What follows belongs to an exercise in optimizing a design on an open flow for small area; a production flow would make more cautious choices. Function was checked by simulation only, so behaviour that the tests miss may differ from the original.

==> flow/design.v (excerpt) <==
module fpu_top
(
    input  logic                fpu_clock,
    input  logic                fpu_reset_b,
    input  fpu_pkg::fpu_op_t    fpu_instr,
    input  fpu_pkg::reg_index_t fs,
    input  fpu_pkg::reg_index_t ft,
    input  fpu_pkg::reg_index_t fd,
    input  fpu_pkg::fp_word_t   data_gpr,
    output fpu_pkg::fp_word_t   result,
    output fpu_pkg::fp_word_t   data_fpr,
    output logic                exception
);
export LEC_CHECK = 0
export CAP_MARGIN = 20
export CORE_MARGIN = 2
export CORE_UTILIZATION = 40
export SLEW_MARGIN = 20
create_clock -name core_clock -period 17.0 [get_ports {fpu_clock}]
standard.sh (not shown) runs the stock make flow with config.mk's settings and CLKGATE_MAP_FILE= SYNTH_SCRIPT=/design/flow/synth_recipe.tcl, a recipe that flattens the netlist after the stock synthesis.
==> flow/flow/run.sh <==
#!/bin/bash
# Own layout flow: the standard layout (standard.sh) with these changes:
#  - synthesis maps the combinational logic for area (see flow/synth.tcl);
#    every register is the standard synthesis's
#  - clock tree: no dummy loads, larger sink clusters
#  - port buffers: the smallest buffer
# Each step's full output is in this folder: synth.log, layout.log, and
# ORFS's own logs under orfs/logs.
set -euo pipefail
W=$PWD
F=$W/flow
export MY_ABC_SCRIPT=$F/abc.script
sed "s#SYNTH_SCRIPT=[^ ]*#SYNTH_SCRIPT=$F/synth.tcl #" standard.sh > own_standard.sh
bash own_standard.sh synth > $W/synth.log 2>&1
export CTS_ARGS="-sink_clustering_enable -repair_clock_nets -dont_use_dummy_load -sink_clustering_size 25 -sink_clustering_max_diameter 80"
export BUFFER_PORTS_ARGS="-buffer_cell sky130_fd_sc_hd__buf_1"
bash own_standard.sh finish > $W/layout.log 2>&1
==> flow/flow/abc.script <==
&get -n
&st
&dch
&nf -R 1000 -C 32 -F 8 -A 8
&st
&dch
&nf -R 1000 -C 32 -F 8 -A 8
&st
&dch
&nf -R 1000 -C 32 -F 8 -A 8
&put
topo
stime -c
==> flow/flow/synth.tcl <==
# synth_recipe.tcl with three changes to the combinational mapping (the
# registers are the standard synthesis's): Yosys's synth runs without its
# quick ABC pass, extract_fa extracts full adders only, and the final ABC
# call runs flow/abc.script, an area-oriented mapping.
proc synth {args} { yosys synth -nofsm -noshare -noabc {*}$args }
proc extract_fa {args} { yosys extract_fa -fa }
proc abc {args} {
  set out {}
  set i 0
  while {$i < [llength $args]} {
    set a [lindex $args $i]
    if {$a eq "-script"} {
      lappend out -script $::env(MY_ABC_SCRIPT)
      incr i 2
      continue
    }
    lappend out $a
    incr i
  }
  yosys abc {*}$out
}
source $::env(SCRIPTS_DIR)/synth.tcl
# left out here: clear keep_hierarchy, flatten, clean up, hide names made inside functions, write 1_2_yosys.v
The first run ran to the end with no violations.
Rerun with:
--- a/flow/design.v
+++ b/flow/design.v
@@ -1108,16 +1108,16 @@
     always_comb
     begin
         if (sig[27])
             norm = {sig[27:2], sig[1] | sig[0]};
         else
             norm = n5;
-        norm_exp = exp + (sig[27] ? 10'sd1 : ~$signed({5'd0, lz})) + {9'd0, ~sig[27]};
         round_up  = norm[2] & (norm[1] | norm[0] | norm[3]);
         rounded   = {1'b0, norm[26:3]} + {24'd0, round_up};
-        final_exp = norm_exp + $signed({9'd0, rounded[24]});
+        norm_exp  = sig[27] ? 10'sd1 : -$signed({5'd0, lz});
+        final_exp = exp + norm_exp + $signed({9'd0, rounded[24]});
     end
     always_comb
     begin
         exception = 1'b0;
         case (spec)
             2'b01:
@@ -1152,12 +1152,14 @@
         endcase
     end
 endmodule
 module fp_lane_front
 (
     input  logic              is_mul,
+    input  logic              is_mt,       
+    input  fpu_pkg::fp_word_t mt_word,
     input  fpu_pkg::fp_word_t a,
     input  fpu_pkg::fp_word_t b,
     output logic [27:0]       sig,
     output logic signed [9:0] exp,
     output logic              sign,
     output logic [1:0]        spec
@@ -1170,18 +1172,18 @@
     fp_adder      i_add (.a(a), .b(b), .sig_x(add_x), .sig_y(add_y), .sig_c(add_c),
                          .exp(add_exp), .sign(add_sign), .spec(add_spec));
     fp_multiplier i_mul (.a(a), .b(b), .sig_x(mul_x), .sig_y(mul_y), .sig_c(mul_c), .sticky(mul_st),
                          .exp(mul_exp), .sign(mul_sign), .spec(mul_spec));
     logic [27:0] sx, sy;
     logic        sc;
-    assign sx   = is_mul ? mul_x : add_x;
-    assign sy   = is_mul ? mul_y : add_y;
-    assign sc   = is_mul ? mul_c : add_c;
+    assign sx   = is_mt ? mt_word[27:0] : is_mul ? mul_x : add_x;
+    assign sy   = is_mt ? 28'd0 : is_mul ? mul_y : add_y;
+    assign sc   = ~is_mt & (is_mul ? mul_c : add_c);
     assign sum  = sx + sy + {27'd0, sc};
-    assign sig  = is_mul ? {sum[27:2], 1'b0, mul_st} : sum;
-    assign exp  = is_mul ? mul_exp  : add_exp;
+    assign sig  = (is_mul & ~is_mt) ? {sum[27:2], 1'b0, mul_st} : sum;
+    assign exp  = is_mt ? $signed({6'd0, mt_word[31:28]}) : is_mul ? mul_exp : add_exp;
     assign sign = is_mul ? mul_sign : add_sign;
     assign spec = is_mul ? mul_spec : add_spec;
 endmodule
 module fpr_file
 (
     input  logic                fpu_clock,
@@ -1206,14 +1208,14 @@
     output fpu_pkg::fp_word_t   te_data,
     output fpu_pkg::fp_word_t   to_data
 );
     logic [15:0][31:0] bank_e, bank_o;
     fpu_pkg::fp_word_t wbe_word, wbo_word;
     logic [15:0]       wbe_en, wbo_en;
-    assign wbe_word = wbe_data;
-    assign wbo_word = wbo_data;
+    assign wbe_word = wbe_data & {32{~fpu_reset_b}};
+    assign wbo_word = wbo_data & {32{~fpu_reset_b}};
     always_comb
     begin
         for (int i = 0; i < 16; i++)
         begin
             wbe_en[i] = fpu_reset_b | (wbe_we & (wbe_row == 4'(i)));
             wbo_en[i] = fpu_reset_b | (wbo_we & (wbo_row == 4'(i)));
@@ -1352,22 +1354,26 @@
     logic signed [9:0] exp_e_d, exp_o_d;
     logic              sign_e_d, sign_o_d;
     logic [1:0]        spec_e_d, spec_o_d;
     fp_lane_front i_front_e
     (
         .is_mul (is_mul),
+        .is_mt  (is_mtc1),
+        .mt_word(g_q),
         .a      (se),
         .b      ({te_op[31] ^ is_sub, te_op[30:0]}),
         .sig    (sig_e_d),
         .exp    (exp_e_d),
         .sign   (sign_e_d),
         .spec   (spec_e_d)
     );
     fp_lane_front i_front_o
     (
         .is_mul (is_mul),
+        .is_mt  (1'b0),
+        .mt_word('0),
         .a      (so),
         .b      ({to_op[31] ^ is_sub, to_op[30:0]}),
         .sig    (sig_o_d),
         .exp    (exp_o_d),
         .sign   (sign_o_d),
         .spec   (spec_o_d)
@@ -1389,15 +1395,15 @@
             m_valid <= is_arith;
             m_mt    <= is_mtc1;
         end
         m_pair   <= is_pair;
         m_fs0    <= fs_q[0];
         m_fd     <= is_mtc1 ? fs_q : fd_q;
-        m_sig_e  <= is_mtc1 ? g_q[27:0] : sig_e_d;
+        m_sig_e  <= sig_e_d;
         m_sig_o  <= sig_o_d;
-        m_exp_e  <= is_mtc1 ? $signed({6'd0, g_q[31:28]}) : exp_e_d;
+        m_exp_e  <= exp_e_d;
         m_exp_o  <= exp_o_d;
         m_sign_e <= sign_e_d;
         m_sign_o <= sign_o_d;
         m_spec_e <= spec_e_d;
         m_spec_o <= spec_o_d;
     end
The changed run finished clean.
Utilization barely changes.
Global-route usage is about the same.
Non-clock buffer count increases by 20.
Worst setup slack improves by 0.13 ns.
Worst hold slack got worse by 0.027 ns.
Register-to-register slack improved by 0.13 ns.

re-timing with driven ports:
Ports are ideal in the flow. The routed layouts listed here were re-timed in OpenROAD. Step 1, drivers: a clkbuf_16 drives fpu_clock and a buf_2 each remaining input, both assumed. Step 2 times the ports against the registers' clock, not the clock port: input delays grow and output delays shrink by t, the midpoint of the rising clock arrivals with the driver on. a / b / c = ideal ports / drivers / drivers and shift; a / b = the first two.
run | shift t [ns] | slack for setup (ns) | slew at the worst register clock pin (ns)
the first run | 0.852 | 1.649 / 1.649 / 1.649 | 0.10 / 0.10
the second run | 0.821 | 1.781 / 1.781 / 1.781 | 0.10 / 0.10
After both steps setup and hold are still met in every run listed.
